From an optimization exercise on the open Yosys and OpenROAD flow, aimed at small area and few clock cycles per item; shortcuts taken in it are not production practice. Function was checked by simulation only, so behaviour that the tests miss may differ from the original.

<file path="flow/run.sh">
#!/bin/bash
# Own flow: the standard layout with these changes:
#  - synthesis: the abc technology-mapping step uses flow/abc_area_nf.script
#    instead of ORFS's speed script (front end, flip-flop mapping, flatten and
#    rename are the standard ones);
#  - placement: every port still gets a buffer, but buffer_ports uses the
#    1x buffer (sky130_fd_sc_hd__buf_1) rather than the cell it picks itself;
#  - clock tree: clkbuf_4/clkbuf_8 only, larger sink clusters and no dummy
#    balancing loads;
#  - the resizer does not use the 4x buffer (flow/no_buf4.tcl, sourced at the
#    start of each OpenROAD step).
# Each tool's output goes to a log of its own: synth.log, layout.log, and
# ORFS's per-step logs under orfs/logs/.
set -euo pipefail
W=$PWD
cat flow/abc_override.tcl synth_recipe.tcl > my_synth.tcl
sed "s#$W/synth_recipe.tcl#$W/my_synth.tcl#g" standard.sh > my_standard.sh
grep -q my_synth.tcl my_standard.sh
export MY_ABC_SCRIPT=$W/flow/abc_area_nf.script
export BUFFER_PORTS_ARGS="-buffer_cell sky130_fd_sc_hd__buf_1"
export CTS_ARGS="-sink_clustering_enable -repair_clock_nets -dont_use_dummy_load -sink_clustering_size 30 -sink_clustering_max_diameter 80 -buf_list {sky130_fd_sc_hd__clkbuf_4 sky130_fd_sc_hd__clkbuf_8}"
bash my_standard.sh synth > synth.log 2>&1
for step in FLOORPLAN GLOBAL_PLACE RESIZE REPAIR_TIMING_POST_PLACE DETAIL_PLACE CTS GLOBAL_ROUTE DETAIL_ROUTE; do
  export PRE_${step}_TCL=$W/flow/no_buf4.tcl
done
bash my_standard.sh finish > layout.log 2>&1
</file>
<file path="flow/abc_area_nf.script">
strash
&get -n
&dch -f
&nf -p -R 50
&put
</file>
<file path="flow/abc_override.tcl">
# Prepended to synth_recipe.tcl: every liberty-mapping abc call uses an
# area-oriented mapping script (structural choices, then &nf area recovery)
# in place of ORFS's speed script. Registers are untouched (no -dff).
proc abc {args} {
  set i [lsearch -exact $args -script]
  if {$i >= 0} {
    set args [lreplace $args $i [expr {$i + 1}] -script $::env(MY_ABC_SCRIPT)]
  }
  yosys abc {*}$args
}
</file>
<file path="flow/no_buf4.tcl">
# Keep the resizer from using the 4x buffer for its own buffering (port
# buffers are set separately); smaller buffers are still available.
set_dont_use sky130_fd_sc_hd__buf_4
</file>
<file path="standard.sh">
#!/bin/bash
# synth_recipe.tcl (not shown) runs the flow's synth.tcl, then flattens the netlist and writes it again
# the make line also repeats each setting of config.mk as NAME=value (left out here)
make -C /OpenROAD-flow-scripts/flow DESIGN_CONFIG=/design/flow/config.mk WORK_HOME=/design/flow/orfs CLKGATE_MAP_FILE= SYNTH_SCRIPT=/design/flow/synth_recipe.tcl "${@:-finish}"
</file>
<file path="config.mk">
export PLATFORM = sky130hd
export DESIGN_NAME = aes128_key_expansion
export DESIGN_NICKNAME = aes128_key_expansion
export VERILOG_FILES = /design/flow/design.v
export SDC_FILE = /design/flow/constraint.sdc
export NUM_CORES = 4
export LEC_CHECK = 0
export CAP_MARGIN = 20
export CORE_MARGIN = 2
export CORE_UTILIZATION = 40
export CTS_BUF_LIST = sky130_fd_sc_hd__clkbuf_4 sky130_fd_sc_hd__clkbuf_8
export GPL_TIMING_DRIVEN = 0
export SETUP_SLACK_MARGIN = -0.15
export SLEW_MARGIN = 20
</file>
<file path="constraint.sdc">
create_clock -name core_clock -period 5.3 [get_ports {clock}]
set_input_delay 1.0600 -clock core_clock [delete_from_list [all_inputs] [get_ports {clock}]]
set_output_delay 1.0600 -clock core_clock [all_outputs]
set_load 0.01 [all_outputs]
</file>
<file path="design.v">
`timescale 1ns / 1ps
`default_nettype none
package aesk_pkg;
   localparam int unsigned KEY_WIDTH   = 128;
   localparam int unsigned ROUND_WIDTH = 4;
   localparam int unsigned RSP_WIDTH   = 136;
   localparam int unsigned RSP_PAD     = RSP_WIDTH - ROUND_WIDTH - KEY_WIDTH;
   localparam logic [ROUND_WIDTH-1:0] LAST_ROUND = 4'd10;
endpackage
`default_nettype wire
`timescale 1ns / 1ps
`default_nettype none
module aesk_sbox (
   input  wire logic [7:0] data_in,
   output logic      [7:0] data_out
);
   logic U0, U1, U2, U3, U4, U5, U6, U7;
   logic T1, T2, T3, T4, T5, T6, T7, T8, T9, T10;
   logic T11, T12, T13, T14, T15, T16, T17, T18, T19, T20;
   logic T21, T22, T23, T24, T25, T26, T27, M1, M2, M3;
   logic M4, M5, M6, M7, M8, M9, M10, M11, M12, M13;
   logic M14, M15, M16, M17, M18, M19, M20, M21, M22, M23;
   logic M24, M25, M26, M27, M28, M29, M30, M31, M32, M33;
   logic M34, M35, M36, M37, M38, M39, M40, M41, M42, M43;
   logic M44, M45, M46, M47, M48, M49, M50, M51, M52, M53;
   logic M54, M55, M56, M57, M58, M59, M60, M61, M62, M63;
   logic L0, L1, L2, L3, L4, L5, L6, L7, L8, L9;
   logic L10, L11, L12, L13, L14, L15, L16, L17, L18, L19;
   logic L20, L21, L22, L23, L24, L25, L26, L27, L28, L29;
   logic S0, S1, S2, S3, S4, S5, S6, S7;
   assign {U0, U1, U2, U3, U4, U5, U6, U7} = data_in;
   assign T1 = U0 ^ U3;
   assign T2 = U0 ^ U5;
   assign T3 = U0 ^ U6;
   assign T4 = U3 ^ U5;
   assign T5 = U4 ^ U6;
   assign T6 = T1 ^ T5;
   assign T7 = U1 ^ U2;
   assign T8 = U7 ^ T6;
   assign T9 = U7 ^ T7;
   assign T10 = T6 ^ T7;
   assign T11 = U1 ^ U5;
   assign T12 = U2 ^ U5;
   assign T13 = T3 ^ T4;
   assign T14 = T6 ^ T11;
   assign T15 = T5 ^ T11;
   assign T16 = T5 ^ T12;
   assign T17 = T9 ^ T16;
   assign T18 = U3 ^ U7;
   assign T19 = T7 ^ T18;
   assign T20 = T1 ^ T19;
   assign T21 = U6 ^ U7;
   assign T22 = T7 ^ T21;
   assign T23 = T2 ^ T22;
   assign T24 = T2 ^ T10;
   assign T25 = T20 ^ T17;
   assign T26 = T3 ^ T16;
   assign T27 = T1 ^ T12;
   assign M1 = T13 & T6;
   assign M2 = T23 & T8;
   assign M3 = T14 ^ M1;
   assign M4 = T19 & U7;
   assign M5 = M4 ^ M1;
   assign M6 = T3 & T16;
   assign M7 = T22 & T9;
   assign M8 = T26 ^ M6;
   assign M9 = T20 & T17;
   assign M10 = M9 ^ M6;
   assign M11 = T1 & T15;
   assign M12 = T4 & T27;
   assign M13 = M12 ^ M11;
   assign M14 = T2 & T10;
   assign M15 = M14 ^ M11;
   assign M16 = M3 ^ M2;
   assign M17 = M5 ^ T24;
   assign M18 = M8 ^ M7;
   assign M19 = M10 ^ M15;
   assign M20 = M16 ^ M13;
   assign M21 = M17 ^ M15;
   assign M22 = M18 ^ M13;
   assign M23 = M19 ^ T25;
   assign M24 = M22 ^ M23;
   assign M25 = M22 & M20;
   assign M26 = M21 ^ M25;
   assign M27 = M20 ^ M21;
   assign M28 = M23 ^ M25;
   assign M29 = M28 & M27;
   assign M30 = M26 & M24;
   assign M31 = M20 & M23;
   assign M32 = M27 & M31;
   assign M33 = M27 ^ M25;
   assign M34 = M21 & M22;
   assign M35 = M24 & M34;
   assign M36 = M24 ^ M25;
   assign M37 = M21 ^ M29;
   assign M38 = M32 ^ M33;
   assign M39 = M23 ^ M30;
   assign M40 = M35 ^ M36;
   assign M41 = M38 ^ M40;
   assign M42 = M37 ^ M39;
   assign M43 = M37 ^ M38;
   assign M44 = M39 ^ M40;
   assign M45 = M42 ^ M41;
   assign M46 = M44 & T6;
   assign M47 = M40 & T8;
   assign M48 = M39 & U7;
   assign M49 = M43 & T16;
   assign M50 = M38 & T9;
   assign M51 = M37 & T17;
   assign M52 = M42 & T15;
   assign M53 = M45 & T27;
   assign M54 = M41 & T10;
   assign M55 = M44 & T13;
   assign M56 = M40 & T23;
   assign M57 = M39 & T19;
   assign M58 = M43 & T3;
   assign M59 = M38 & T22;
   assign M60 = M37 & T20;
   assign M61 = M42 & T1;
   assign M62 = M45 & T4;
   assign M63 = M41 & T2;
   assign L0 = M61 ^ M62;
   assign L1 = M50 ^ M56;
   assign L2 = M46 ^ M48;
   assign L3 = M47 ^ M55;
   assign L4 = M54 ^ M58;
   assign L5 = M49 ^ M61;
   assign L6 = M62 ^ L5;
   assign L7 = M46 ^ L3;
   assign L8 = M51 ^ M59;
   assign L9 = M52 ^ M53;
   assign L10 = M53 ^ L4;
   assign L11 = M60 ^ L2;
   assign L12 = M48 ^ M51;
   assign L13 = M50 ^ L0;
   assign L14 = M52 ^ M61;
   assign L15 = M55 ^ L1;
   assign L16 = M56 ^ L0;
   assign L17 = M57 ^ L1;
   assign L18 = M58 ^ L8;
   assign L19 = M63 ^ L4;
   assign L20 = L0 ^ L1;
   assign L21 = L1 ^ L7;
   assign L22 = L3 ^ L12;
   assign L23 = L18 ^ L2;
   assign L24 = L15 ^ L9;
   assign L25 = L6 ^ L10;
   assign L26 = L7 ^ L9;
   assign L27 = L8 ^ L10;
   assign L28 = L11 ^ L14;
   assign L29 = L11 ^ L17;
   assign S0 = L6 ^ L24;
   assign S1 = ~(L16 ^ L26);
   assign S2 = ~(L19 ^ L28);
   assign S3 = L6 ^ L21;
   assign S4 = L20 ^ L22;
   assign S5 = L25 ^ L29;
   assign S6 = ~(L13 ^ L27);
   assign S7 = ~(L6 ^ L23);
   assign data_out = {S0, S1, S2, S3, S4, S5, S6, S7};
endmodule
`default_nettype wire
`timescale 1ns / 1ps
`default_nettype none
import aesk_pkg::*;
module aesk_ctrl (
   input  wire logic                              clock,
   input  wire logic                              reset,
   input  wire logic                              req_tvalid,
   output logic                                   req_tready,
   input  wire logic                              rsp_tready,
   output logic                                   rsp_tvalid,
   output logic                                   rsp_last,
   output logic [aesk_pkg::ROUND_WIDTH-1:0]       round,
   output logic                                   load_key,
   output logic                                   advance
);
   logic                   valid_ff;
   logic [ROUND_WIDTH-1:0] round_ff;
   logic                   last_taken;
   assign rsp_last   = round_ff[3] & round_ff[1];
   assign last_taken = rsp_tready & rsp_last;
   assign req_tready = !valid_ff || last_taken;
   assign load_key   = req_tvalid && req_tready;
   assign advance    = valid_ff && rsp_tready && !rsp_last;
   always_ff @(posedge clock) begin
      if (reset) begin
         valid_ff <= 1'b0;
      end else if (load_key) begin
         valid_ff <= 1'b1;
      end else if (last_taken) begin
         valid_ff <= 1'b0;
      end
   end
   always_ff @(posedge clock) begin
      if (load_key) begin
         round_ff <= '0;
      end else if (advance) begin
         round_ff <= round_ff + 4'd1;
      end
   end
   assign rsp_tvalid = valid_ff;
   assign round      = round_ff;
endmodule
`default_nettype wire
`timescale 1ns / 1ps
`default_nettype none
import aesk_pkg::*;
module aesk_datapath (
   input  wire logic                              clock,
   input  wire logic                              load_key,
   input  wire logic                              advance,
   input  wire logic [aesk_pkg::ROUND_WIDTH-1:0]  round,
   input  wire logic [aesk_pkg::KEY_WIDTH-1:0]    key_in,
   output logic      [aesk_pkg::KEY_WIDTH-1:0]    key_out
);
   logic [KEY_WIDTH-1:0] work_ff;
   logic [31:0]          sub_word;
   logic [7:0]           round_const;
   logic [31:0]          temp_word;
   logic [31:0]          w0_next;
   logic [31:0]          w1_next;
   logic [31:0]          w2_next;
   logic [31:0]          w3_next;
   aesk_sbox u_sbox3 (.data_in(work_ff[23:16]), .data_out(sub_word[31:24]));
   aesk_sbox u_sbox2 (.data_in(work_ff[15:8]),  .data_out(sub_word[23:16]));
   aesk_sbox u_sbox1 (.data_in(work_ff[7:0]),   .data_out(sub_word[15:8]));
   aesk_sbox u_sbox0 (.data_in(work_ff[31:24]), .data_out(sub_word[7:0]));
   logic [7:0] low_hot;
   logic       r8;
   logic       r9;
   assign low_hot = {7'd0, !round[3]} << round[2:0];
   assign r8      = round[3] & !round[0];
   assign r9      = round[3] & round[0];
   assign round_const = {low_hot[7], low_hot[6], low_hot[5] | r9, low_hot[4] | round[3],
                         low_hot[3] | r8, low_hot[2] | r9, low_hot[1] | round[3],
                         low_hot[0] | r8};
   assign temp_word = sub_word ^ {round_const, 24'h000000};
   logic [31:0] w01;
   logic [31:0] w23;
   assign w01       = work_ff[127:96] ^ work_ff[95:64];
   assign w23       = work_ff[63:32] ^ work_ff[31:0];
   assign w0_next   = work_ff[127:96] ^ temp_word;
   assign w1_next   = w01 ^ temp_word;
   assign w2_next   = work_ff[63:32] ^ w1_next;
   assign w3_next   = w23 ^ w1_next;
   logic hold;
   assign hold = !(load_key || advance);
   always_ff @(posedge clock) begin
      work_ff <= ({KEY_WIDTH{load_key}} & key_in)
               | ({KEY_WIDTH{advance}} & {w0_next, w1_next, w2_next, w3_next})
               | ({KEY_WIDTH{hold}} & work_ff);
   end
   assign key_out = work_ff;
endmodule
`default_nettype wire
`timescale 1ns / 1ps
`default_nettype none
import aesk_pkg::*;
module aes128_key_expansion (
   input  wire logic         clock,
   input  wire logic         reset,
   input  wire logic         req_tvalid,
   output logic              req_tready,
   input  wire logic [127:0] req_tdata,
   output logic              rsp_tvalid,
   input  wire logic         rsp_tready,
   output logic [135:0]      rsp_tdata,
   output logic              rsp_tlast
);
   logic [ROUND_WIDTH-1:0] rsp_round;
   logic [KEY_WIDTH-1:0]   rsp_key;
   logic                   load_key;
   logic                   advance;
   aesk_ctrl u_ctrl (
      .clock      (clock),
      .reset      (reset),
      .req_tvalid (req_tvalid),
      .req_tready (req_tready),
      .rsp_tready (rsp_tready),
      .rsp_tvalid (rsp_tvalid),
      .rsp_last   (rsp_tlast),
      .round      (rsp_round),
      .load_key   (load_key),
      .advance    (advance)
   );
   aesk_datapath u_datapath (
      .clock    (clock),
      .load_key (load_key),
      .advance  (advance),
      .round    (rsp_round),
      .key_in   ({req_tdata[63:0], req_tdata[127:64]}),
      .key_out  (rsp_key)
   );
   assign rsp_tdata = {{RSP_PAD{1'b0}}, rsp_key[63:0], rsp_key[127:64], rsp_round};
endmodule
`default_nettype wire
</file>
==> impl_metrics.csv, run 1 <==
group,metric,value,unit
outcome,outcome,"no timing/DRC/antenna violations",
placed_design,hpwlAfterDp,19900,um
drt,drt_iter0_drc,562,
grt,grt_pass1_vias,8098,
yosys,synth_cell_types,24,
timing,worst_clock_skew,0.0397,ns
clock_network,clkLatencyLatePin,0.44,ns
critical_path,cp_max_fo,7,
yosys,yosysSeqAreaShare,28.1,%
clock_network,cts_tree,"done",
grt,track_usage,20.5,%
critical_path,worst_ep_required_time,5.60,ns
drt,route.detailed.drc,0,
floorplanning,rows,56,
clock_network,clock_sinks,133,
floorplanning,coreArea,23400,um2
yosys,avgSynthCellArea,8.32,um2
critical_path,max_stage_delay,0.43,ns
cells_and_area,fin_util,51.6,%
grt,grt_max_degree,58,
timing,fmax,0.198,GHz
critical_path,path_class,"reg2reg",
placed_design,place.port_buffers,266,
floorplanning,ios,271,
grt,overflow,0,
floorplanning,die_h,158,um
floorplanning,start_util,40.5,%
hold_path,min_path_type,"reg2reg",
timing,hold_slack,0.463,ns
timing,setup_viol,0,
cells_and_area,areaGrowthSynthToFinish,27.3,%
cells_and_area,num-nets-final,1587,
critical_path,end_kind,"flop",
floorplanning,dieArea,25000,um2
clock_network,h-tree-depth,4,
hold_path,hold_depth,2,
timing,finalCriticalPeriod,5.06,ns
run,max-cap-violations,0,
drt,antenna_left,0,
clock_network,hold_buffers,0,
floorplanning,chipWidth,158,um
clock_network,cts.clk_slew.worst_paths,0.07,ns
critical_path,reg2regPathDepth,20,
yosys,ys_warn_count,2,
cells_and_area,fillerInstances,2319,
critical_path,worst_setup_path_start_kind,"flop",
critical_path,critPathSlowestCell,"dfxtp_1",
critical_path,crit_path_frequent_cell,"xnor2_1",
clock_network,cts_buffers,17,
drt,num_vias,8862,
drt,routedWlPerCell,15.1,um
drt,routed_via_density,5.02,
grt,grt_pass1_wl,41100,um
yosys,synthesis.area,9490,um2
cells_and_area,drive_above_1_share,8.45,%
drt,wirelength,26700,um
yosys,syn_inst,1140,
timing,hold_violations,0,
placed_design,place_congestion,0.839,
clock_network,clock_path_buffers,2,
clock_network,root_buffer,"clkbuf_8",
timing,finalCritPeriodShare,95.5,%
critical_path,crit_arrival,5.37,ns
timing,worstMarginPinSlew,0.597,ns
timing,final-max-slew-violation-count,0,
critical_path,path_cells,"xor2_2, xor2_2, xor2_1, ha_1, xnor2_1, xnor2_1, xnor2_2, o21ai_0, xnor2_1, xnor2_1, xnor2_1, nand2_1, xnor2_4, xnor2_4, xnor2_1, xnor2_1, xor2_1, o21ai_0, a21oi_1, a221o_1",
yosys,ys_ff_latch,133,
timing,slew_headroom,60.1,%
grt,antenna_found_initial,1,
drt,drt-pass1-iter-count,5,
## cells in the final DEF (no fill, tap or decap), types with 3 or more instances in the layout
cell        n
xnor2_1   267
buf_1     266
nand2_1   204
a22oi_1   123
dfxtp_1   115
xor2_1    110
o21ai_0    81
nor2_1     48
a21oi_1    36
xnor2_2    28
nand2b_1   19
clkbuf_8   17
dfxtp_2    16
xor2_2     13
nor2b_1    12
xnor2_4    11
ha_1        9
buf_2       8
buf_12      7
xor2_4      5
nand3_1     5
a221o_1     5
clkinv_1    4
buf_4       4
conb_1      4
a21oi_2     3
and2_0      3
buf_16      3
## final cells by class
type / count / area [um2] / area share (%)
multi-input combinational: 1002 / 7440 / 61.6
timing repair buffer: 284 / 1260 / 10.4
buffer: 4 / 30.0 / 0.249
clock buffer: 17 / 234 / 1.94
sequential: 133 / 2690 / 22.3
antenna: 1 / 2.50 / 0.0207
inverter: 4 / 15.0 / 0.124
tap: 319 / 399 / 3.31
## path summary, 6_finish.rpt
kind                               start  slack, ns                endpoint
hold reg to reg   u_datapath.work_ff[55]       0.46  u_datapath.work_ff[55]
setup / recovery  u_datapath.work_ff[27]       0.24   u_datapath.work_ff[7]
hold / removal    u_datapath.work_ff[55]       0.46  u_datapath.work_ff[55]
setup reg to reg  u_datapath.work_ff[27]       0.24   u_datapath.work_ff[7]
## cell families (layout without fill, tap and decap cells)
logic type      Yosys count  after routing  share of synthesized area [%]
simple gates            298            298                           12.9
fa+ha+maj                 9              9                           1.19
mux                       1              1                          0.106
other cells               1              5                         0.0395
buf+inv                   8            309                          0.475
compound gates          256            256                           17.2
flops                   133            133                           28.1
xor+xnor                434            434                           40.1
## metal layers
metal	up-vias	track usage (%)	part of all wire (%)
li1	4464	-	-
met1	4151	28.0	47
met2	230	33.7	48
met3	17	3.48	4.6
met4	0	4.63	1.0
met5	-	0	0
## metrics by stage
step | setup slack, ns | instance area (um2) | TNS, ns | cells
final | 0.237 | 12100 | 0 | 1764
after global routing | -0.190 | 12100 | -2.01 | 1763
after floorplan | 0.246 | 9510 | 0 | 1143
after detailed placement | -0.689 | 11100 | -17.49 | 1736
after global placement | -1.60 | 10900 | -181.36 | 1728
after CTS | -0.141 | 11500 | -1.13 | 1754
## registers in the layout (all words and copies together), names as in the netlist
register            count
u_ctrl.round_ff         4
u_ctrl.valid_ff         1
u_datapath.work_ff    128
## synth_stat cells
library cell | n | area, um2
xnor2_1 | 306 | 2680
nand2_1 | 204 | 766
dfxtp_1 | 133 | 2660
xor2_1 | 128 | 1120
a22oi_1 | 123 | 923
o21ai_0 | 83 | 415
nor2_1 | 49 | 184
a21oi_1 | 39 | 195
nand2b_1 | 19 | 119
nor2b_1 | 12 | 75.1
ha_1 | 9 | 113
nand3_1 | 6 | 30.0
a221o_1 | 5 | 50.1
and2_0 | 4 | 25.0
buf_4 | 4 | 30.0
clkinv_1 | 4 | 15.0
a21boi_0 | 2 | 15.0
and3_1 | 2 | 12.5
nor3_1 | 2 | 10.0
o22a_1 | 2 | 17.5
a31oi_1 | 1 | 6.26
a41oi_1 | 1 | 8.76
conb_1 | 1 | 3.75
mux2i_1 | 1 | 10.0
## critical path: cells and delay by family (launching register included)
kind	cells	cell delay, ns
AO/OA/AOI/OAI	4	0.65
XOR/XNOR	14	3.42
adder cells (fa/ha/maj)	1	0.27
flip-flops	1	0.43
AND/OR/NAND/NOR	1	0.16
## timing repair
item,in CTS,in global routing
resized for setup,28,71
endpoints found under the setup margin,54,68
pin swaps,2,10
buffers inserted,1,9
Testbench counts, summed over its fixed seeds: cycles 5,640, items 512.
==> run 2: changes to the inputs <==
==> flow/abc_area_nf.script (replaced) <==
strash
&get -n
&dch -f
&nf -p -R 30
&put
--- a/config.mk
+++ b/config.mk
@@ -10,5 +10,4 @@
 export CORE_UTILIZATION = 40
 export CTS_BUF_LIST = sky130_fd_sc_hd__clkbuf_4 sky130_fd_sc_hd__clkbuf_8
-export GPL_TIMING_DRIVEN = 0
 export SETUP_SLACK_MARGIN = -0.15
 export SLEW_MARGIN = 20
==> run 2 against run 1 <==
Compared with the run above: sequential share of layout area rose by 0.25 points; setup slack improved by 0.023 ns; non-clock buffer count is 36 higher; die area increased by 2.5%; critical path depth increased by 2; via count up 1.6%; register-to-register slack improved by 0.02 ns; clock-buffer cell count did not move; fmax rose by 0.45%; routed wire length is 3.6% higher; design area fell by 2.1%; critical endpoint is now u_datapath.work_ff[15].
==> impl_metrics.csv, run 2 <==
group,metric,value,unit
cells_and_area,final_cell_mix,"279 x xnor2_1, 266 x buf_1, 169 x nand2_1, 132 x dfxtp_1",
drt,route.detailed.drc,0,
drt,num_vias,9005,
yosys,async_reset_ff_share,0,%
clock_network,h-tree-depth,4,
drt,wirelength,27600,um
yosys,synth_common_cells,"292 x xnor2_1, 169 x nand2_1, 133 x dfxtp_1",
timing,worst_clock_skew,0.0419,ns
run,max-cap-violations,0,
drt,routed_via_density,5.03,
floorplanning,coreArea,24100,um2
timing,finalCriticalPeriod,5.04,ns
clock_network,clock_path_buffers,2,
yosys,avgSynthCellArea,8.64,um2
outcome,outcome,"no timing/DRC/antenna violations",
cells_and_area,num-nets-final,1609,
floorplanning,die_h,160,um
yosys,synth.top_cell.area_share,27.4,%
clock_network,clkLatencyLatePin,0.45,ns
yosys,synth_xor_area_share,41.6,%
clock_network,root_buffer,"clkbuf_8",
yosys,synthTopCellsByArea,"dfxtp_1 27%, xnor2_1 26%, xor2_1 12%, a22oi_1 9.5%, nand2_1 6.5%",
cells_and_area,final_cells,1790,
cells_and_area,largest-register,"u_datapath.work_ff",
critical_path,path_class,"reg2reg",
floorplanning,start_util,40.4,%
grt,grt_max_degree,67,
placed_design,placed_cell_area,11400,um2
yosys,ys_ff_latch,133,
grt,antenna_found_initial,0,
drt,drt-pass1-iter-count,4,
clock_network,cts_buffers,17,
yosys,synth_ff_type,"dfxtp_1",
placed_design,hpwlAfterDp,20900,um
timing,finalCritPeriodShare,95.1,%
yosys,yosysSeqAreaShare,27.4,%
clock_network,hold_buffers,0,
drt,antenna_left,0,
hold_path,min_path_type,"reg2reg",
yosys,ys_warn_count,2,
yosys,synth_fa_ha_area_share,1.16,%
timing,final-max-slew-violation-count,0,
yosys,synth-simple-area-share,11.3,%
timing,slew_headroom,28.4,%
cells_and_area,layout_commonest_cell,"xnor2_1",
yosys,yosys.cell_count.top_type,"xnor2_1",
grt,overflow,0,
critical_path,cp_max_fo,5,
critical_path,crit_arrival,5.36,ns
yosys,synthesis.area,9730,um2
clock_network,cts_tree,"done",
timing,hold_slack,0.466,ns
floorplanning,rows,57,
grt,grt_pass1_wl,44000,um
critical_path,crit_path_frequent_cell,"xnor2_1",
cells_and_area,fin_area,11800,um2
placed_design,dp_cells,1770,
timing,hold_violations,0,
floorplanning,chipWidth,160,um
cells_and_area,largest_reg_flops,128,
timing,worstMarginPinSlew,1.07,ns
clock_network,clock_sinks,133,
yosys,synth-edff-count,0,
floorplanning,ios,271,
yosys,synth.largest_area_cell,"dfxtp_1",
grt,track_usage,21.0,%
cells_and_area,drive_above_1_share,6.96,%
critical_path,worst_ep_required_time,5.62,ns
critical_path,critPathSlowestCell,"dfxtp_1",
critical_path,end_kind,"flop",
clock_network,cts.clk_slew.worst_paths,0.07,ns
floorplanning,dieArea,25600,um2
critical_path,worst_setup_path_start_kind,"flop",
yosys,synth_mux_area_share,0,%
grt,grt_pass1_vias,8551,
critical_path,path_cells,"xor2_1, buf_2, xnor2_1, xnor2_1, ha_1, xor2_1, xnor2_1, xnor2_1, o21ai_0, a21oi_2, xor2_1, xnor2_1, nand2_1, xnor2_1, xor2_1, buf_2, xnor2_1, xnor2_1, xor2_1, o21ai_0, a21oi_1, a221o_1",
placed_design,place.port_buffers,266,
cells_and_area,reg_top3,"u_datapath.work_ff (128), u_ctrl.round_ff (4), u_ctrl.valid_ff (1)",
timing,fmax,0.198,GHz
placed_design,place_congestion,0.887,
drt,routedWlPerCell,15.4,um
yosys,synth_cell_types,34,
yosys,synth_top_family_by_area,"XOR/XNOR gates",
timing,setup_viol,0,
critical_path,max_stage_delay,0.45,ns
cells_and_area,areaGrowthSynthToFinish,21.6,%
yosys,syn_inst,1126,
cells_and_area,n_antenna_cell,0,
drt,drt_iter0_drc,548,
yosys,synth_compound_area_share,18.1,%
[run 2: changes by cell type after synthesis, sizes merged, moves of 2 or more]
cell / delta
nand2b: -2
o22ai: +2
o211ai: +3
nand2: -35
xnor3: +14
or2: +2
a21oi: -3
o21ba: +2
o21ai: +11
xnor2: -14
o22a: -2
xor3: +2
clkinv: -2
[run 2: final timing paths]
kind                            slack, ns  cells past startpoint                     end                    from
worst max-delay path                 0.26                     22  u_datapath.work_ff[15]   u_datapath.work_ff[3]
worst min-delay path                 0.47                      2  u_datapath.work_ff[71]  u_datapath.work_ff[71]
worst max register to register       0.26                     22  u_datapath.work_ff[15]   u_datapath.work_ff[3]
worst min register to register       0.47                      2  u_datapath.work_ff[71]  u_datapath.work_ff[71]
[run 2: layout make-up]
| type | count | area [um2] |
|---|---|---|
| Clock buffer | 17 | 234 |
| Fill cell | 2508 | 12300 |
| Inverter | 2 | 7.51 |
| Multi-Input combinational cell | 990 | 7210 |
| Sequential cell | 133 | 2660 |
| Tap cell | 324 | 405 |
| Timing Repair Buffer | 324 | 1300 |
[run 2: cells by family after synthesis]
| logic type | count (synthesis) |
|---|---|
| compound gates | 275 |
| xor+xnor | 437 |
| fa+ha+maj | 9 |
| buf+inv | 6 |
| flops | 133 |
| other cells | 1 |
| simple gates | 265 |
[run 2: timing repair]
item | 4_1_cts | 5_1_grt
buffers inserted | 0 | 3
endpoints found under the hold margin | 0 | 0
setup endpoints to repair | 0 | 24
resized for setup | 0 | 23
[run 2: through the flow]
step	utilization, %	setup TNS, ns	worst slack (ns)
2_1_floorplan	-	0	0.155
3_3_place_gp	47.4	0	0.132
3_5_place_dp	47.4	0	0.0751
4_1_cts	48.4	0	0.0201
5_1_grt	49.1	-2.17	-0.210
6_report	49.1	0	0.259
[run 2: metal layers]
metal,share of wire [%],track usage [%]
met1,48,28.5
met2,47,35.0
met3,4.5,3.51
met4,0.81,4.83
met5,0,0
[run 2: worst max-delay path: cells and delay by family, from the launching register on]
| family | cells | cell delay [ns] |
|---|---|---|
| XOR/XNOR | 13 | 2.73 |
| flip-flops | 1 | 0.45 |
| AO/OA/AOI/OAI | 5 | 0.97 |
| adder cells (fa/ha/maj) | 1 | 0.28 |
| buffers and inverters | 2 | 0.39 |
| AND/OR/NAND/NOR | 1 | 0.09 |
==> run 3: changes to the inputs <==
==> flow/abc_area_nf.script (replaced) <==
strash
&get -n
&dch -f
&nf -p -R 100
&put
==> run 3 against run 2 <==
Compared with the run above: still clean on timing, DRC and antenna; critical path depth shrank 1; synthesized cell count grew 0.62%; clock-buffer cell count is the same; register-to-register slack is essentially flat; flip-flop and latch count is the same; synthesized area shrank 3.1%; sequential share of layout area grew 0.14 points; largest cell class unchanged.
==> impl_metrics.csv, run 3 <==
group,metric,value,unit
outcome,outcome,"no timing/DRC/antenna violations",
floorplanning,rows,56,
timing,final-max-slew-violation-count,0,
yosys,syn_inst,1133,
grt,grt_pass1_vias,8596,
clock_network,clock_path_buffers,2,
critical_path,worst_ep_required_time,5.61,ns
clock_network,h-tree-depth,4,
drt,antenna_left,0,
critical_path,path_class,"reg2reg",
placed_design,place_congestion,0.932,
grt,grt_max_degree,105,
yosys,synth_ff_type,"dfxtp_1",
cells_and_area,reg_top3,"u_datapath.work_ff (128), u_ctrl.round_ff (4), u_ctrl.valid_ff (1)",
cells_and_area,largest-register,"u_datapath.work_ff",
cells_and_area,multi_input_area,7060,um2
drt,drt_iter0_drc,578,
critical_path,crit_path_frequent_cell,"xnor2_1",
clock_network,root_buffer,"clkbuf_8",
yosys,yosys.cell_count.top_type,"xnor2_1",
drt,drt-pass1-iter-count,5,
timing,setup_tns,0,ns
drt,wirelength,28400,um
cells_and_area,drive_above_1_share,9.51,%
timing,worst_clock_skew,0.0366,ns
critical_path,worst_setup_path_start_kind,"flop",
floorplanning,ios,271,
cells_and_area,areaGrowthSynthToFinish,25.0,%
critical_path,path_delay_family,"XOR/XNOR gates",
run,max-cap-violations,0,
yosys,avgSynthCellArea,8.32,um2
timing,finalCriticalPeriod,5.05,ns
critical_path,crit_arrival,5.36,ns
clock_network,clkLatencyLatePin,0.45,ns
cells_and_area,fin_util,50.5,%
yosys,synth.largest_area_cell,"dfxtp_1",
clock_network,cts_tree,"done",
drt,routed_via_density,4.99,
cells_and_area,final_cell_mix,"269 x xnor2_1, 266 x buf_1, 211 x nand2_1, 128 x dfxtp_1, 123 x a22oi_1",
placed_design,hpwlAfterDp,21500,um
cells_and_area,fillerInstances,2326,
yosys,yosysSeqAreaShare,28.3,%
floorplanning,start_util,40.4,%
critical_path,cp_max_fo,5,
critical_path,end_kind,"flop",
timing,rsz0062_at_grt,"true",
timing,fmax,0.198,GHz
timing,worstMarginPinSlew,1.05,ns
cells_and_area,largest_reg_flops,128,
placed_design,place.port_buffers,266,
drt,route.detailed.drc,0,
timing,setup_viol,0,
grt,antenna_found_initial,0,
yosys,ys_warn_count,2,
yosys,synth-edff-count,0,
critical_path,path_cells,"xor2_2, xnor2_1, buf_2, xor2_1, xnor2_1, nand2_1, xnor2_1, nor2_1, xnor2_1, mux2i_2, buf_2, xnor2_1, nor2_1, xor2_1, xnor2_1, xnor2_1, xnor2_1, xnor2_1, xnor2_1, a21oi_1, a221o_1",
critical_path,critical_path_buf_inv_count,2,
floorplanning,die_h,157,um
yosys,synthesis.area,9420,um2
drt,routedWlPerCell,15.6,um
clock_network,clock_sinks,133,
yosys,synthTopCellsByArea,"dfxtp_1 28%, xnor2_1 28%, xor2_1 12%, a22oi_1 9.8%, nand2_1 8.4%",
timing,slew_headroom,29.9,%
grt,track_usage,22.5,%
floorplanning,chipWidth,157,um
yosys,async_reset_ff_share,0,%
yosys,synth_cell_types,27,
critical_path,max_stage_delay,0.48,ns
cells_and_area,seqCellArea,2670,um2
hold_path,min_path_type,"reg2reg",
critical_path,critPathSlowestCell,"dfxtp_1",
floorplanning,dieArea,24800,um2
cells_and_area,num-nets-final,1636,
floorplanning,coreArea,23300,um2
clock_network,cts_buffers,17,
clock_network,cts.clk_slew.worst_paths,0.08,ns
grt,overflow,0,
grt,grt_pass1_wl,44200,um
timing,finalCritPeriodShare,95.2,%
cells_and_area,layout_commonest_cell,"xnor2_1",
timing,hold_violations,0,
yosys,synth_common_cells,"299 x xnor2_1, 211 x nand2_1, 133 x dfxtp_1",
yosys,synth.top_cell.area_share,28.3,%
drt,num_vias,9053,
yosys,ys_ff_latch,133,
## run 3: kinds of logic after synthesis
family          share of synthesized area (%)
compound gates                           17.1
other cells                            0.0398
xor+xnor                                 39.5
simple gates                             13.2
fa+ha+maj                                1.19
buf+inv                                 0.478
flops                                    28.3
mux                                     0.212
## run 3: worst paths after layout
check             slack, ns  cells past startpoint                    from                endpoint
setup / recovery       0.25                     21   u_datapath.work_ff[5]  u_datapath.work_ff[13]
hold / removal         0.46                      2  u_datapath.work_ff[56]  u_datapath.work_ff[56]
setup reg to reg       0.25                     21   u_datapath.work_ff[5]  u_datapath.work_ff[13]
hold reg to reg        0.46                      2  u_datapath.work_ff[56]  u_datapath.work_ff[56]
## run 3: stage by stage
stage               cells  instance area (um2)  hold slack (ns)  worst slack (ns)
floorplan            1136                 9440            0.485             0.172
global placement     1788                11200            0.450           -0.0277
detailed placement   1788                11200            0.453            -0.103
CTS                  1805                11400            0.464            -0.180
global route         1812                11800            0.481            -0.214
finish               1813                11800            0.463             0.252
## run 3: per-layer routing
| layer | wire length, um | part of all wire, % | GRT usage (%) | vias up |
|---|---|---|---|---|
| li1 | - | - | - | 4553 |
| met1 | 12800 | 45 | 29.9 | 4166 |
| met2 | 13200 | 46 | 36.6 | 299 |
| met3 | 1680 | 5.9 | 4.13 | 35 |
| met4 | 666 | 2.3 | 7.58 | 0 |
| met5 | 0 | 0 | 0 | - |
## run 3: repair_timing
action                     CTS  global route
gates resized for setup      0            47
setup endpoints to repair    1            61
hold buffers                 0             0
hold endpoints to repair     0             0
setup buffers                0             7
pin swaps                    0             7
## run 3: layout make-up
cell class	instances	share of cell area [%]
multi-input combinational	995	59.9
sequential	133	22.7
timing repair buffer	344	11.9
tap	319	3.39
clock buffer	17	1.99
inverter	4	0.127
antenna	1	0.0212
## run 3: tightest hold or removal path, delay by kind of cell (launching register included)
family / cells / cell delay (ns)
flip-flops: 1 / 0.32
AND/OR/NAND/NOR: 2 / 0.10
==> run 4: changes to the inputs <==
==> flow/abc_area_nf.script (replaced) <==
strash
&get -n
&dch -f
&nf -p -R 50
&put
==> run 4 against run 3 <==
Compared with the run above: still clean on timing, DRC and antenna; sequential share of layout area up 0.49 points; fmax increased by 0.74%; routed wire length is 5.9% lower; via count down 1.7%; global-route usage decreased by 1.7 points; critical path depth increased by 1; die area increased by 0.66%; clock skew fell by 0.0050 ns; core utilization is 1.3 points lower; non-clock buffer count down 20; worst hold slack worse by 0.0028 ns; largest cell class unchanged.
==> impl_metrics.csv, run 4 <==
group,metric,value,unit
outcome,outcome,"no timing/DRC/antenna violations",
grt,grt-busiest-layer,"met2",
clock_network,cts_buffers,17,
cells_and_area,num-nets-final,1623,
cells_and_area,fin_util,49.2,%
critical_path,path_class,"reg2reg",
clock_network,cts.clk_slew.worst_paths,0.07,ns
clock_network,root_buffer,"clkbuf_8",
yosys,synth-edff-count,0,
timing,worst_clock_skew,0.0316,ns
critical_path,crit_arrival,5.31,ns
drt,num_vias,8901,
drt,routed_via_density,4.95,
floorplanning,dieArea,25000,um2
yosys,synth.top_cell.area_share,28.2,%
clock_network,clock_sinks,133,
drt,wirelength,26700,um
critical_path,worst_setup_path_start_kind,"flop",
yosys,async_reset_ff_share,0,%
floorplanning,chipWidth,158,um
critical_path,end_kind,"flop",
floorplanning,start_util,40.5,%
floorplanning,rows,56,
yosys,ys_ff_latch,133,
grt,grt_pass1_vias,8292,
cells_and_area,drive_above_1_share,6.15,%
placed_design,place.port_buffers,266,
timing,fmax,0.200,GHz
timing,worstMarginPinSlew,1.06,ns
timing,setup_tns,0,ns
placed_design,hpwlAfterDp,20500,um
clock_network,hold_buffers,0,
grt,grt_pass1_wl,41800,um
drt,drt-pass1-iter-count,4,
hold_path,min_path_type,"reg2reg",
timing,final-max-slew-violation-count,0,
timing,hold_violations,0,
drt,route.detailed.drc,0,
clock_network,h-tree-depth,4,
clock_network,cts_tree,"done",
grt,grt_max_degree,94,
critical_path,max_stage_delay,0.42,ns
grt,use_met1,27.0,%
cells_and_area,largest_reg_flops,128,
drt,routedWlPerCell,14.8,um
placed_design,place_congestion,0.887,
cells_and_area,final_cells,1799,
clock_network,clkLatencyLatePin,0.44,ns
floorplanning,ios,271,
timing,slew_headroom,29.1,%
yosys,avgSynthCellArea,8.32,um2
yosys,synth_cell_types,24,
yosys,yosys.cell_count.top_type,"xnor2_1",
timing,finalCritPeriodShare,94.5,%
cells_and_area,final_cell_mix,"298 x xnor2_1, 266 x buf_1, 204 x nand2_1, 132 x dfxtp_1, 125 x xor2_1",
floorplanning,coreArea,23400,um2
critical_path,worst_ep_required_time,5.60,ns
timing,setup_viol,0,
cells_and_area,layout_commonest_cell,"xnor2_1",
yosys,synthesis.area,9490,um2
yosys,synth.largest_area_cell,"xnor2_1",
cells_and_area,reg_top3,"u_datapath.work_ff (128), u_ctrl.round_ff (4), u_ctrl.valid_ff (1)",
cells_and_area,n_antenna_cell,0,
critical_path,critPathSlowestCell,"dfxtp_1",
cells_and_area,areaGrowthSynthToFinish,21.3,%
yosys,ys_warn_count,2,
yosys,synth_ff_type,"dfxtp_1",
cells_and_area,largest-register,"u_datapath.work_ff",
yosys,synthTopCellsByArea,"xnor2_1 28%, dfxtp_1 28%, xor2_1 12%, a22oi_1 9.7%, nand2_1 8.1%",
yosys,yosysSeqAreaShare,28.1,%
grt,overflow,0,
yosys,syn_inst,1140,
grt,track_usage,20.8,%
drt,drt_iter0_drc,550,
floorplanning,die_h,158,um
yosys,synth_common_cells,"306 x xnor2_1, 204 x nand2_1, 133 x dfxtp_1",
timing,finalCriticalPeriod,5.01,ns
grt,grt_use_met2,35.6,%
clock_network,cts_setup_buffers,0,
run,max-cap-violations,0,
critical_path,cp_max_fo,5,
clock_network,clock_path_buffers,2,
grt,use_met3,4.13,%
critical_path,path_cells,"xor2_1, xor2_1, xnor2_1, ha_1, xor2_1, xnor2_1, xor2_1, o21ai_0, a21oi_1, xor2_1, xnor2_1, nand2_1, xnor2_1, xor2_1, buf_2, xnor2_1, xnor2_1, xor2_1, xnor2_1, a21oi_1, o21ai_0, nand2_1",
grt,antenna_found_initial,0,
drt,antenna_left,0,
timing,rsz0062_at_grt,"true",
placed_design,dp_cells,1782,
## run 4: changes by cell type after synthesis, sizes merged, moves of 2 or more
| cell | delta |
|---|---|
| nand2 | -7 |
| xnor2 | +7 |
| nor2 | +4 |
| a21oi | +3 |
| nand2b | -2 |
| nor2b | +2 |
| xor2 | +2 |
## run 4: what timing repair did
action                                  CTS  global route
gates resized for setup                   0            14
endpoints found under the setup margin    0            36
endpoints found under the hold margin     0             0
## run 4: layout make-up
type / count / area (um2)
Fill cell: 2424 / 11900
Multi-Input combinational cell: 1002 / 6890
Sequential cell: 133 / 2660
Timing Repair Buffer: 324 / 1300
Tap cell: 319 / 399
Clock buffer: 17 / 234
Inverter: 4 / 15.0
## run 4: kinds of logic after synthesis
family | Yosys count | share of synthesized area (%)
simple gates | 298 | 12.9
xor+xnor | 434 | 40.1
flops | 133 | 28.1
fa+ha+maj | 9 | 1.19
other cells | 1 | 0.0395
mux | 1 | 0.106
buf+inv | 8 | 0.475
compound gates | 256 | 17.2
## run 4: worst max-delay path, delay by kind of cell (launching register included)
family | cells | cell delay [ns]
AOI/OAI and AO/OA | 4 | 0.64
xor gates and xnor gates | 14 | 3.19
adders and majority gates | 1 | 0.28
buffers and inverters | 1 | 0.18
DFF | 1 | 0.42
and+or+nand+nor | 2 | 0.17
## run 4: path summary, 6_finish.rpt
| check | startpoint | endpoint | slack, ns | cells after the start |
|---|---|---|---|---|
| setup / recovery | u_datapath.work_ff[3] | u_datapath.work_ff[8] | 0.29 | 22 |
| setup reg to reg | u_datapath.work_ff[3] | u_datapath.work_ff[8] | 0.29 | 22 |
| hold / removal | u_datapath.work_ff[116] | u_datapath.work_ff[116] | 0.46 | 2 |
| hold reg to reg | u_datapath.work_ff[116] | u_datapath.work_ff[116] | 0.46 | 2 |
## run 4: per-stage QoR
step / hold slack, ns / cell area (um2) / worst slack (ns)
2_1_floorplan: 0.485 / 9510 / 0.246
3_3_place_gp: 0.451 / 11200 / 0.145
3_5_place_dp: 0.457 / 11200 / 0.0493
4_1_cts: 0.464 / 11400 / 0.0125
5_1_grt: 0.484 / 11500 / -0.179
6_report: 0.460 / 11500 / 0.289
## run 4: routing by layer
layer	wire length, um	vias up
li1	-	4540
met1	12500	4133
met2	12600	212
met3	1280	16
met4	315	0
met5	0	-
==> run 5: changes to the inputs <==
--- a/config.mk
+++ b/config.mk
@@ -10,4 +10,5 @@
 export CORE_UTILIZATION = 40
 export CTS_BUF_LIST = sky130_fd_sc_hd__clkbuf_4 sky130_fd_sc_hd__clkbuf_8
+export GPL_ROUTABILITY_DRIVEN = 0
 export SETUP_SLACK_MARGIN = -0.15
 export SLEW_MARGIN = 20
==> run 5 against run 4 <==
Compared with the run above: via count is 1.4% higher; critical path type unchanged; still clean; largest cell class unchanged; clock-buffer cell count is the same; non-clock buffer count rose by 2.
==> impl_metrics.csv, run 5 <==
group,metric,value,unit
outcome,outcome,"no timing/DRC/antenna violations",
yosys,synth_cell_types,24,
timing,worst_clock_skew,0.0382,ns
grt,grt_pass1_wl,42400,um
grt,antenna_found_initial,0,
drt,routedWlPerCell,15.1,um
clock_network,clock_path_buffers,2,
cells_and_area,reg_top3,"u_datapath.work_ff (128), u_ctrl.round_ff (4), u_ctrl.valid_ff (1)",
timing,slew_headroom,39.4,%
yosys,ys_ff_latch,133,
yosys,synth.largest_area_cell,"xnor2_1",
critical_path,reg2regPathDepth,21,
critical_path,path_class,"reg2reg",
yosys,yosysSeqAreaShare,28.1,%
floorplanning,start_util,40.5,%
hold_path,min_from,"u_datapath.work_ff[50]",
floorplanning,dieArea,25000,um2
cells_and_area,drive_above_1_share,6.75,%
timing,worstMarginPinSlew,0.908,ns
critical_path,cp_max_fo,8,
critical_path,worst_ep_required_time,5.61,ns
cells_and_area,largest-register,"u_datapath.work_ff",
clock_network,root_buffer,"clkbuf_8",
drt,num_vias,9028,
cells_and_area,n_antenna_cell,0,
floorplanning,die_h,158,um
clock_network,hold_buffers,0,
timing,final-max-slew-violation-count,0,
clock_network,cts_tree,"done",
yosys,synthesis.area,9490,um2
critical_path,r2r-end,"u_datapath.work_ff[4]",
floorplanning,ios,271,
critical_path,r2r_start,"u_datapath.work_ff[31]",
placed_design,hpwlAfterDp,20600,um
yosys,synth_ff_type,"dfxtp_1",
yosys,yosys.cell_count.top_type,"xnor2_1",
drt,drt-pass1-iter-count,5,
yosys,async_reset_ff_share,0,%
drt,drt_iter0_drc,631,
critical_path,crit_arrival,5.37,ns
yosys,synth-edff-count,0,
timing,hold_violations,0,
yosys,syn_inst,1140,
timing,setup_viol,0,
grt,track_usage,21.2,%
grt,grt_max_degree,94,
floorplanning,chipWidth,158,um
critical_path,worst_setup_path_start_kind,"flop",
clock_network,clkLatencyLatePin,0.45,ns
timing,setup_tns,0,ns
cells_and_area,fin_util,49.4,%
timing,fmax,0.198,GHz
cells_and_area,num-nets-final,1625,
placed_design,dpl_worst_slack,0.0596,ns
yosys,synth_common_cells,"306 x xnor2_1, 204 x nand2_1, 133 x dfxtp_1",
timing,postLayoutSetupSlackWorst,0.243,ns
placed_design,place.port_buffers,266,
cells_and_area,largest_reg_flops,128,
cells_and_area,layout_commonest_cell,"xnor2_1",
yosys,synth.top_cell.area_share,28.2,%
timing,finalCriticalPeriod,5.06,ns
yosys,avgSynthCellArea,8.32,um2
grt,overflow,0,
yosys,ys_warn_count,2,
cells_and_area,areaGrowthSynthToFinish,21.9,%
clock_network,cts_buffers,17,
critical_path,rrSetupSlack,0.24,ns
clock_network,cts.clk_slew.worst_paths,0.06,ns
cells_and_area,final_cell_mix,"297 x xnor2_1, 266 x buf_1, 204 x nand2_1, 132 x dfxtp_1, 123 x a22oi_1",
hold_path,hold_depth,2,
clock_network,h-tree-depth,4,
floorplanning,rows,56,
timing,finalCritPeriodShare,95.4,%
run,max-cap-violations,0,
drt,wirelength,27200,um
drt,antenna_left,0,
hold_path,min_to,"u_datapath.work_ff[50]",
hold_path,min_path_type,"reg2reg",
floorplanning,coreArea,23400,um2
critical_path,end_kind,"flop",
drt,route.detailed.drc,0,
clock_network,clock_sinks,133,
grt,grt_pass1_vias,8497,
drt,routed_via_density,5.01,
yosys,synthTopCellsByArea,"xnor2_1 28%, dfxtp_1 28%, xor2_1 12%, a22oi_1 9.7%, nand2_1 8.1%",
==> run 5: final cells by class <==
| cell class | instances | area, um2 |
|---|---|---|
| clock buffers | 17 | 234 |
| flip-flops and latches | 133 | 2660 |
| fillers | 2405 | 11800 |
| repair buffers | 326 | 1320 |
| multi-input cells | 1002 | 6930 |
| inverters | 4 | 15.0 |
| well taps | 319 | 399 |
==> run 5: cell families (layout without fill, tap and decap cells) <==
logic type,Yosys count,count (layout),synth area share [%]
compound gates,256,256,17.2
xor+xnor,434,434,40.1
fa+ha+maj,9,9,1.19
buf+inv,8,347,0.475
flops,133,133,28.1
mux,1,1,0.106
other cells,1,4,0.0395
simple gates,298,298,12.9
==> run 5: timing repair <==
action                                  in CTS  in global routing
gates resized for setup                      0                 20
endpoints found under the hold margin        0                  0
endpoints found under the setup margin       0                 30
setup buffers                                0                  1
==> run 5: worst max-delay path: stages, from the launching register on <==
cell	delay, ns
dfxtp_1	0.52
xor2_2	0.27
xor2_1	0.24
xor2_1	0.25
ha_1	0.28
xnor2_1	0.20
xnor2_1	0.15
xnor2_2	0.31
o21ai_0	0.18
xnor2_1	0.37
xnor2_1	0.23
xnor2_1	0.19
nand2_1	0.09
xnor2_1	0.17
xnor2_1	0.39
xnor2_1	0.24
xor2_1	0.25
xnor2_1	0.18
xnor2_1	0.20
a21oi_1	0.10
o21ai_0	0.09
nand2_1	0.06
==> run 5: worst max path at each step <==
stage | from | to | slack (ns) | cells past startpoint
finish | u_datapath.work_ff[31] | u_datapath.work_ff[4] | 0.24 | 21
global route | u_datapath.work_ff[31] | u_datapath.work_ff[4] | -0.28 | 21
CTS | u_datapath.work_ff[21] | u_datapath.work_ff[27] | 0.05 | 21
detailed placement | u_datapath.work_ff[21] | u_datapath.work_ff[27] | 0.06 | 21
global placement | u_datapath.work_ff[31] | u_datapath.work_ff[4] | 0.16 | 21
floorplan | u_datapath.work_ff[1] | u_datapath.work_ff[8] | 0.25 | 21
==> run 5: routing by layer <==
layer / GRT usage [%] / routed length, um / vias to the layer above
met5: 0 / 0 / -
li1: - / - / 4554
met3: 3.50 / 1280 / 24
met2: 36.2 / 12800 / 221
met1: 27.8 / 12700 / 4229
met4: 5.71 / 391 / 0
==> run 5: per-stage QoR <==
step	cells	hold slack, ns	area (um2)
after floorplan	1143	0.485	9510
after global placement	1783	0.450	11200
after detailed placement	1783	0.459	11200
final	1801	0.463	11600
after global routing	1801	0.491	11600
after CTS	1800	0.469	11400
==> run 6: changes to the inputs <==
--- a/flow/run.sh
+++ b/flow/run.sh
@@ -24,3 +24,3 @@
   export PRE_${step}_TCL=$W/flow/no_buf4.tcl
 done
-bash my_standard.sh finish > layout.log 2>&1
+SKIP_INCREMENTAL_REPAIR=1 bash my_standard.sh finish > layout.log 2>&1
--- a/config.mk
+++ b/config.mk
@@ -10,5 +10,3 @@
 export CORE_UTILIZATION = 40
 export CTS_BUF_LIST = sky130_fd_sc_hd__clkbuf_4 sky130_fd_sc_hd__clkbuf_8
-export GPL_ROUTABILITY_DRIVEN = 0
-export SETUP_SLACK_MARGIN = -0.15
 export SLEW_MARGIN = 20
==> run 6 against run 5 <==
Compared with the run above: now fails the layout checks on setup timing; via count fell by 1.3%; worst hold slack lost 0.0016 ns; synthesized cell count is the same; final cell count is 0.11% lower; core utilization down 0.60 points; register-to-register slack worse by 0.24 ns; critical path depth is 1 higher; global-route usage shrank 0.46 points; flip-flop and latch count is the same; routed wire length decreased by 1.9%; critical path type unchanged.
==> impl_metrics.csv, run 6 <==
group,metric,value,unit
placed_design,place.port_buffers,266,
grt,grt_max_degree,94,
yosys,synth-edff-count,0,
timing,finalCritPeriodShare,100,%
timing,hold_violations,0,
yosys,yosys.cell_count.top_type,"xnor2_1",
timing,worstMarginPinSlew,1.05,ns
clock_network,cts_buffers,17,
clock_network,cts.repair.resized,0,
yosys,avgSynthCellArea,8.32,um2
timing,slew_headroom,30.2,%
floorplanning,chipWidth,158,um
yosys,async_reset_ff_share,0,%
critical_path,r2r_start,"u_datapath.work_ff[21]",
clock_network,hold_buffers,0,
timing,postLayoutSetupSlackWorst,-0.000750,ns
drt,route.detailed.drc,0,
cells_and_area,reg_top3,"u_datapath.work_ff (128), u_ctrl.round_ff (4), u_ctrl.valid_ff (1)",
grt,overflow,0,
outcome,outcome,"failed layout checks",
cells_and_area,num-nets-final,1623,
cells_and_area,final_cell_mix,"306 x xnor2_1, 266 x buf_1, 204 x nand2_1, 133 x dfxtp_1, 128 x xor2_1",
yosys,syn_inst,1140,
critical_path,worst_ep_required_time,5.60,ns
yosys,synth.largest_area_cell,"xnor2_1",
drt,drt-pass1-iter-count,4,
critical_path,endpoint,"u_datapath.work_ff[25]",
cells_and_area,fillerInstances,2435,
drt,antenna_left,0,
yosys,synthTopCellsByArea,"xnor2_1 28%, dfxtp_1 28%, xor2_1 12%, a22oi_1 9.7%, nand2_1 8.1%",
floorplanning,start_util,40.5,%
timing,setup_viol,1,
cells_and_area,drive_above_1_share,5.34,%
hold_path,min_path_type,"reg2reg",
grt,track_usage,20.8,%
placed_design,place_congestion,0.887,
drt,routedWlPerCell,14.8,um
timing,worst_clock_skew,0.0319,ns
cells_and_area,layout_commonest_cell,"xnor2_1",
cells_and_area,areaGrowthSynthToFinish,20.4,%
placed_design,dp_cells,1782,
yosys,synth_mux_area_share,0.105,%
critical_path,cp-startpoint,"u_datapath.work_ff[21]",
clock_network,h-tree-depth,4,
critical_path,path_class,"reg2reg",
placed_design,hpwlAfterDp,20500,um
yosys,yosysSeqAreaShare,28.1,%
yosys,ys_ff_latch,133,
clock_network,clkLatencyLatePin,0.44,ns
yosys,synth.top_cell.area_share,28.2,%
critical_path,worst_setup_path_start_kind,"flop",
cells_and_area,n_antenna_cell,0,
drt,num_vias,8911,
floorplanning,ios,271,
yosys,synth_cell_types,24,
floorplanning,rows,56,
grt,grt_pass1_vias,8292,
clock_network,cts.clk_slew.worst_paths,0.06,ns
drt,drt_iter0_drc,543,
floorplanning,die_h,158,um
hold_path,min_from,"u_datapath.work_ff[116]",
yosys,synth_compound_area_share,17.2,%
timing,final-max-slew-violation-count,0,
run,max-cap-violations,0,
critical_path,crit_arrival,5.60,ns
outcome,failed_checks,"setup timing",
grt,grt_pass1_wl,41800,um
critical_path,end_kind,"flop",
cells_and_area,final_cells,1799,
clock_network,clock_sinks,133,
drt,wirelength,26700,um
yosys,synth_ff_type,"dfxtp_1",
clock_network,root_buffer,"clkbuf_8",
timing,finalCriticalPeriod,5.30,ns
cells_and_area,largest_reg_flops,128,
clock_network,cts_setup_buffers,0,
yosys,synthesis.area,9490,um2
yosys,synth_common_cells,"306 x xnor2_1, 204 x nand2_1, 133 x dfxtp_1",
yosys,synth_xor_area_share,40.1,%
yosys,synth_fa_ha_area_share,1.19,%
floorplanning,dieArea,25000,um2
critical_path,reg2regPathDepth,22,
yosys,synth_top_family_by_area,"XOR/XNOR gates",
critical_path,rrSetupSlack,-0.0007,ns
yosys,ys_warn_count,2,
timing,setup_tns,-0.000750,ns
drt,routed_via_density,4.95,
critical_path,cp_max_fo,7,
critical_path,r2r-end,"u_datapath.work_ff[25]",
grt,antenna_found_initial,0,
floorplanning,coreArea,23400,um2
yosys,synth-simple-area-share,12.9,%
cells_and_area,largest-register,"u_datapath.work_ff",
timing,hold_slack,0.462,ns
timing,fmax,0.189,GHz
clock_network,clock_path_buffers,2,
clock_network,cts_tree,"done",
## run 6: changes by cell type in the layout (fill, tap and decap cells not counted), sizes merged
cell | previous run | this run
buf | 325 | 324
clkbuf | 18 | 17
## run 6: worst min-delay path by stage
stage	endpoint	slack, ns	cells past startpoint
3_3_place_gp	u_datapath.work_ff[40]	0.45	2
5_1_grt	u_datapath.work_ff[40]	0.48	2
3_5_place_dp	u_datapath.work_ff[116]	0.46	2
6_report	u_datapath.work_ff[116]	0.46	2
4_1_cts	u_datapath.work_ff[116]	0.46	2
2_1_floorplan	u_datapath.work_ff[100]	0.49	2
## run 6: per-stage QoR
stage	setup slack [ns]	utilization [%]	area [um2]
finish	-0.000750	48.8	11400
global route	-0.568	48.8	11400
CTS	0.0125	48.8	11400
detailed placement	0.0493	47.8	11200
global placement	0.145	47.8	11200
floorplan	0.246	-	9510
## run 6: final cells by class
type                    count  area [um2]  area share, %
clock buffers              17         234           2.05
inverters                   4        15.0          0.131
multi-input cells        1002        6810           59.6
flip-flops and latches    133        2660           23.3
well taps                 319         399           3.49
repair buffers            324        1300           11.4
## run 6: worst max-delay path: stages (launching register included)
cell     delay (ns)
dfxtp_1        0.37
xor2_1         0.20
xnor2_1        0.35
xnor2_1        0.16
ha_1           0.33
xnor2_1        0.20
xnor2_1        0.11
xnor2_1        0.43
o21ai_0        0.21
xnor2_1        0.32
xor2_1         0.31
xor2_1         0.23
nor2_1         0.07
xnor2_1        0.37
buf_2          0.22
xnor2_1        0.13
xnor2_1        0.16
xnor2_1        0.19
xnor2_1        0.20
xor2_1         0.35
a21oi_1        0.11
o21ai_0        0.11
nand2_1        0.06
## run 6: cells by family (layout without fill, tap and decap cells)
kind of cell | Yosys count | in the layout
multiplexers | 1 | 1
adder cells (fa/ha/maj) | 9 | 9
AND/OR/NAND/NOR | 298 | 298
AO/OA/AOI/OAI | 256 | 256
buffers and inverters | 8 | 345
flip-flops | 133 | 133
other | 1 | 4
XOR/XNOR | 434 | 434
## run 6: routing by layer
metal / routed length, um / track usage (%)
met1: 12500 / 27.0
met2: 12500 / 35.6
met3: 1270 / 4.13
met4: 315 / 4.46
met5: 0 / 0
==> run 7: changes to the inputs <==
--- a/flow/run.sh
+++ b/flow/run.sh
@@ -24,3 +24,3 @@
   export PRE_${step}_TCL=$W/flow/no_buf4.tcl
 done
-SKIP_INCREMENTAL_REPAIR=1 bash my_standard.sh finish > layout.log 2>&1
+bash my_standard.sh finish > layout.log 2>&1
--- a/config.mk
+++ b/config.mk
@@ -8,5 +8,7 @@
 export CAP_MARGIN = 20
 export CORE_MARGIN = 2
-export CORE_UTILIZATION = 40
+export CORE_UTILIZATION = 50
 export CTS_BUF_LIST = sky130_fd_sc_hd__clkbuf_4 sky130_fd_sc_hd__clkbuf_8
+export PLACE_DENSITY = 0.7
+export SETUP_SLACK_MARGIN = -0.15
 export SLEW_MARGIN = 20
==> run 7 against run 6 <==
Compared with the run above: now clean on timing, DRC and antenna; setup slack improved by 0.21 ns; first-iteration DRC count is 3.9% lower; sequential share of layout area fell by 0.12 points; final cell count is 4.7% lower; design area rose by 0.77%; clock-buffer cell count unchanged; critical path type unchanged; highest routed layer unchanged.
==> impl_metrics.csv, run 7 <==
group,metric,value,unit
outcome,outcome,"no timing/DRC/antenna violations",
cells_and_area,areaGrowthSynthToFinish,21.3,%
cells_and_area,largest_reg_flops,128,
run,max-cap-violations,0,
yosys,synth-edff-count,0,
yosys,ys_ff_latch,133,
critical_path,crit_arrival,5.41,ns
clock_network,cts_buffers,17,
drt,routedWlPerCell,15.1,um
clock_network,cts_tree,"done",
cells_and_area,drive_above_1_share,7.29,%
drt,routed_via_density,5.28,
cells_and_area,final_cells,1715,
floorplanning,chipWidth,142,um
floorplanning,dieArea,20100,um2
yosys,synth_cell_types,24,
yosys,async_reset_ff_share,0,%
critical_path,path_class,"reg2reg",
placed_design,dp_cells,1695,
timing,setup_viol,0,
grt,antenna_found_initial,0,
yosys,synthesis.area,9490,um2
yosys,yosys.cell_count.top_type,"xnor2_1",
timing,slew_headroom,27.6,%
floorplanning,coreArea,18600,um2
cells_and_area,num-nets-final,1624,
placed_design,hpwlAfterDp,19800,um
drt,drt-pass1-iter-count,5,
drt,wirelength,25800,um
critical_path,worst_setup_path_start_kind,"flop",
cells_and_area,fin_util,61.7,%
critical_path,crit_path_frequent_cell,"xnor2_1",
critical_path,cp_max_fo,6,
grt,grt_pass1_vias,8326,
yosys,synth_ff_type,"dfxtp_1",
placed_design,place.port_buffers,266,
cells_and_area,layout_commonest_cell,"xnor2_1",
timing,hold_violations,0,
yosys,avgSynthCellArea,8.32,um2
clock_network,h-tree-depth,4,
yosys,synth_common_cells,"306 x xnor2_1, 204 x nand2_1, 133 x dfxtp_1",
critical_path,path_cells,"xor2_1, xnor2_1, xnor2_1, ha_1, xnor2_1, xnor2_1, xnor2_2, buf_2, a21oi_1, nor2_1, a31oi_2, xor2_1, xor2_1, nor2_1, xnor2_1, buf_2, xnor2_2, xnor2_1, xor2_2, xnor2_1, xnor2_1, o21ai_0, a21oi_1, a221o_1",
clock_network,cts.clk_slew.worst_paths,0.07,ns
critical_path,max_stage_delay,0.44,ns
grt,track_usage,25.0,%
yosys,yosysSeqAreaShare,28.1,%
clock_network,clkLatencyLatePin,0.45,ns
-- run 7: cell count changes in the layout (fill, tap and decap cells not counted), moves of 5 or more --
cell and delta:
xnor2_2 +15, dfxtp_1 -5, xnor2_1 -15, xor2_1 -7
xor2_2 +6, dfxtp_2 +5
-- run 7: path summary, 6_finish.rpt --
path	startpoint	end	slack (ns)	depth (start not counted)
max	u_datapath.work_ff[21]	u_datapath.work_ff[27]	0.21	24
max reg2reg	u_datapath.work_ff[21]	u_datapath.work_ff[27]	0.21	24
min	u_datapath.work_ff[46]	u_datapath.work_ff[46]	0.46	2
min reg2reg	u_datapath.work_ff[46]	u_datapath.work_ff[46]	0.46	2
-- run 7: cell type report --
cell class	count	area, um2
Timing Repair Buffer	325	1310
Inverter	4	15.0
Fill cell	1745	7130
Sequential cell	133	2670
Clock buffer	17	234
Multi-Input combinational cell	1002	6990
Tap cell	234	293
-- run 7: cell families after synthesis --
group	count (synthesis)	share of synthesized area, %
XOR/XNOR	434	40.1
AO/OA/AOI/OAI	256	17.2
other	1	0.0395
AND/OR/NAND/NOR	298	12.9
flip-flops	133	28.1
buffers and inverters	8	0.475
adder cells (fa/ha/maj)	9	1.19
multiplexers	1	0.106
-- run 7: what timing repair did --
item,in CTS,in global routing
hold endpoints to repair,0,0
resized for setup,0,30
endpoints found under the setup margin,0,29
buffers inserted,0,3
-- run 7: worst reg2reg max path, cell delays in order (launching register included) --
cell	delay [ns]
dfxtp_1	0.44
xor2_1	0.24
xnor2_1	0.24
xnor2_1	0.16
ha_1	0.32
xnor2_1	0.14
xnor2_1	0.26
xnor2_2	0.16
buf_2	0.17
a21oi_1	0.12
nor2_1	0.06
a31oi_2	0.23
xor2_1	0.31
xor2_1	0.25
nor2_1	0.08
xnor2_1	0.15
buf_2	0.22
xnor2_2	0.12
xnor2_1	0.28
xor2_2	0.25
xnor2_1	0.18
xnor2_1	0.13
o21ai_0	0.16
a21oi_1	0.06
a221o_1	0.26
-- run 7: metal layers --
metal | wire length, um | vias to the layer above | GRT usage (%)
met5 | 0 | - | 0
met4 | 440 | 0 | 7.26
met3 | 1460 | 32 | 4.72
met2 | 12200 | 272 | 40.6
met1 | 11700 | 4212 | 33.9
li1 | - | 4539 | -
-- run 7: per-stage QoR --
| stage | cell area (um2) | TNS, ns | setup WS, ns |
|---|---|---|---|
| after floorplan | 9510 | 0 | 0.246 |
| after global placement | 11100 | 0 | 0.143 |
| after detailed placement | 11100 | 0 | 0.0253 |
| after CTS | 11300 | -0.0238 | -0.0238 |
| after global routing | 11500 | -1.44 | -0.232 |
| final | 11500 | 0 | 0.211 |

==> static timing again, ports no longer ideal <==
Ports are ideal in the flow. The routed layouts listed here were re-timed in OpenROAD. Step 1, drivers: a clkbuf_16 drives clock and a buf_2 each remaining input, both assumed. Step 2 also shifts input and output timing later by t, the mid clock arrival at the registers, as if the neighbouring blocks saw the same clock. Slacks: ideal / step 1 / step 2; pairs: ideal / step 1.
| run | shift t [ns] | setup WS [ns] | worst hold slack (ns) | worst setup path at the end | worst register clock-pin slew, ns |
|---|---|---|---|---|---|
| run 1 | 0.461 | 0.237 / 0.237 / 0.237 | 0.463 / 0.463 / 0.463 | register to register | 0.09 / 0.09 |
| run 2 | 0.465 | 0.259 / 0.259 / 0.259 | 0.466 / 0.466 / 0.466 | register to register | 0.09 / 0.09 |
| run 3 | 0.474 | 0.252 / 0.252 / 0.252 | 0.463 / 0.463 / 0.463 | register to register | 0.09 / 0.09 |
| run 4 | 0.465 | 0.289 / 0.289 / 0.289 | 0.460 / 0.460 / 0.460 | register to register | 0.09 / 0.09 |
| run 5 | 0.471 | 0.243 / 0.243 / 0.243 | 0.463 / 0.463 / 0.463 | register to register | 0.10 / 0.10 |
| run 6 | 0.464 | -0.001 / -0.001 / -0.001 | 0.462 / 0.462 / 0.462 | register to register | 0.09 / 0.09 |
| run 7 | 0.476 | 0.211 / 0.211 / 0.211 | 0.464 / 0.464 / 0.464 | register to register | 0.09 / 0.09 |
